Background: an optimization exercise with open tools, aiming at small area and a short achievable clock period. Do not read the settings as production practice. In this exercise RTL edits were held to simulation tests only and were not proved equivalent to the original. The clock port is modelled as an ideal driver; clocking choices that lean on that would not hold on a real chip. Power is estimated from default activity; no workload was simulated.

// memAccessTop
module memAccessTop #(
  parameter int memDepth = memPkg::DEFAULT_DEPTH
) (
  input  logic           clk,
  input  logic           rstN,
  input  memPkg::memOpT  op,
  input  memPkg::dataT   addr,
  input  memPkg::dataT   storeData,
  input  memPkg::regIdxT regIdx,
  output logic           loadValid,
  output memPkg::dataT   loadData,
  output memPkg::regIdxT loadReg
);
  localparam int idxW = (memDepth > 1) ? $clog2(memDepth) : 1;
  localparam int loW  = (idxW + 1) / 2;
  localparam int hiW  = (idxW > loW) ? idxW - loW : 1;
  localparam int readParts = ((memDepth + 2**loW - 1) / 2**loW + 1) / 2;
  logic [idxW-1:0]     exWordIdx;
  logic                reqMemRead;
  logic [2**hiW-1:0][3:0] reqWrHiN;
  logic [2**loW-1:0]   reqWrLoN;
  memPkg::dataT        reqWrData;
  logic [idxW-1:0]     reqWrIdx;
  memPkg::byteEnT      reqWrByte;
  memPkg::extCtlT      reqExt;
  memPkg::regIdxT      reqRegIdx;
  logic [readParts-1:0][memPkg::DATA_W-1:0] memZero;
  memPkg::byteEnT      memHit;
  memPkg::dataT        memBypass;
  memRequestStage #(
    .depth (memDepth)
  ) reqStage (
    .clk        (clk),
    .rstN       (rstN),
    .op         (op),
    .addr       (addr),
    .storeData  (storeData),
    .regIdx     (regIdx),
    .wordIdx    (exWordIdx),
    .reqMemRead (reqMemRead),
    .reqWrHiN   (reqWrHiN),
    .reqWrLoN   (reqWrLoN),
    .reqWrData  (reqWrData),
    .reqWrIdx   (reqWrIdx),
    .reqWrByte  (reqWrByte),
    .reqExt     (reqExt),
    .reqRegIdx  (reqRegIdx)
  );
  dataMemory #(
    .depth (memDepth)
  ) dataMem (
    .clk     (clk),
    .wrHiN   (reqWrHiN),
    .wrLoN   (reqWrLoN),
    .wrData  (reqWrData),
    .wrIdx   (reqWrIdx),
    .wrByte  (reqWrByte),
    .rdIdx   (exWordIdx),
    .zeroQ   (memZero),
    .hitQ    (memHit),
    .bypassQ (memBypass)
  );
  loadUnit #(
    .parts (readParts)
  ) loadPath (
    .clk       (clk),
    .rstN      (rstN),
    .memRead   (reqMemRead),
    .ext       (reqExt),
    .regIdx    (reqRegIdx),
    .zero      (memZero),
    .hit       (memHit),
    .bypass    (memBypass),
    .loadValid (loadValid),
    .loadData  (loadData),
    .loadReg   (loadReg)
  );
endmodule
==> flow/config.mk <==
export PLATFORM = sky130hd
export DESIGN_NAME = memAccessTop
export DESIGN_NICKNAME = memAccessTop
export VERILOG_FILES = /design/flow/design.v
export SDC_FILE = /design/flow/constraint.sdc
export NUM_CORES = 8
export LEC_CHECK = 0
export CAP_MARGIN = 20
export CORE_MARGIN = 2
export CORE_UTILIZATION = 76
export CTS_CLUSTER_DIAMETER = 100
export CTS_CLUSTER_SIZE = 30
export PLACE_DENSITY = 0.82
export SETUP_SLACK_MARGIN = 3.2
export SLEW_MARGIN = 20
export SYNTH_HIERARCHICAL = 1
export SYNTH_MEMORY_MAX_BITS = 16384
export SYNTH_MINIMUM_KEEP_SIZE = 0
==> flow/constraint.sdc <==
create_clock -name core_clock -period 5.5 [get_ports {clk}]
set_input_delay 1.1000 -clock core_clock [delete_from_list [all_inputs] [get_ports {clk}]]
set_output_delay 1.1000 -clock core_clock [all_outputs]
set_load 0.01 [all_outputs]
standard.sh (not shown) runs the stock make flow with config.mk's settings and CLKGATE_MAP_FILE= SYNTH_SCRIPT=/design/flow/synth_recipe.tcl, a recipe that flattens the netlist after the stock synthesis.
==> flow/flow/run.sh <==
#!/bin/bash
# The standard flow with two changes after synthesis, which is the
# standard one and runs on its own first:
# - port buffers are plain buffers (buf_4) instead of the delay cells
#   buffer_ports picks by default;
# - clock tree synthesis inserts no dummy loads.
set -euo pipefail
bash standard.sh synth > synth.log 2>&1
bash standard.sh \
  "BUFFER_PORTS_ARGS=-buffer_cell sky130_fd_sc_hd__buf_4" \
  "CTS_ARGS=-sink_clustering_enable -repair_clock_nets -sink_clustering_size 30 -sink_clustering_max_diameter 100 -dont_use_dummy_load" \
  finish > layout.log 2>&1
The baseline completed without violations.
Rerun with:
--- a/flow/flow/run.sh
+++ b/flow/flow/run.sh
@@ -2 +2 @@
-# The standard flow with two changes after synthesis, which is the
+# The standard flow with three changes after synthesis, which is the
@@ -5,0 +6,3 @@
+# - before clock tree synthesis, each output port's buffer is moved next
+#   to the flip-flop that drives it (flow/outbuf.tcl), so the buffer drives
+#   the wire to the pin;
@@ -10,0 +14 @@
+  "PRE_CTS_TCL=$PWD/flow/outbuf.tcl" \
==> flow/flow/outbuf.tcl (new file) <==
# Move each output port's buffer next to the flip-flop that drives it, so
# the buffer, not the flip-flop, drives the wire to the pin.
set block [ord::get_db_block]
set moved 0
foreach bt [$block getBTerms] {
  if {[$bt getIoType] ne "OUTPUT"} { continue }
  set net [$bt getNet]
  set buf ""
  foreach it [$net getITerms] { if {[$it isOutputSignal]} { set buf [$it getInst] } }
  if {$buf eq ""} { continue }
  set src ""
  foreach it [$buf getITerms] {
    if {[$it isInputSignal]} {
      foreach it2 [[$it getNet] getITerms] { if {[$it2 isOutputSignal]} { set src [$it2 getInst] } }
    }
  }
  if {$src eq ""} { continue }
  set loc [$src getLocation]
  set w [[$src getMaster] getWidth]
  $buf setLocation [expr {[lindex $loc 0] + $w}] [lindex $loc 1]
  $buf setPlacementStatus PLACED
  incr moved
}
puts "outbuf: moved $moved output buffers next to their drivers"
detailed_placement
CORE_UTILIZATION = 72   (was 76)
PLACE_DENSITY = 0.78   (was 0.82)
SETUP_SLACK_MARGIN = 3.35   (was 3.2)
- routed wire length increases by 10%
- sequential cell count does not change
- utilization went down by 3.1 points
- via count rose by 3.0%
- area after synthesis does not change
- synthesized cell count is unchanged
- register-to-register slack gets better by 0.11 ns
- worst setup slack is better by 0.057 ns
- power is higher by 0.92%
- clock skew goes up by 0.019 ns

[what the ideal ports hide]
How much do the figures lean on ideal ports? The routed layouts below were timed once more, with nothing changed but the port constraints.
Step 1 sets driving cells, clkbuf_16 on the clock port and buf_2 on the other inputs (assumed; they add their load-dependent delay and slew).
Step 2, shift: input delay + t, output delay - t, t = (earliest + latest rising clock arrival at the registers) / 2. This alone moves slack from input paths to output paths.
a / b / c = no drivers / after step 1 / after step 2; a / b = the first two.
run | t, ns | setup WS [ns] | worst data-port slew with drivers (ns)
the first run | 0.972 | 2.937 / 2.842 / 1.974 | 0.22
the second run | 0.941 | 2.993 / 2.904 / 2.058 | 0.23
After both steps every run listed still meets setup and hold. For the first run, which loses most, drivers alone change the setup slack by -0.095 ns; drivers and shift together by -0.963 ns.
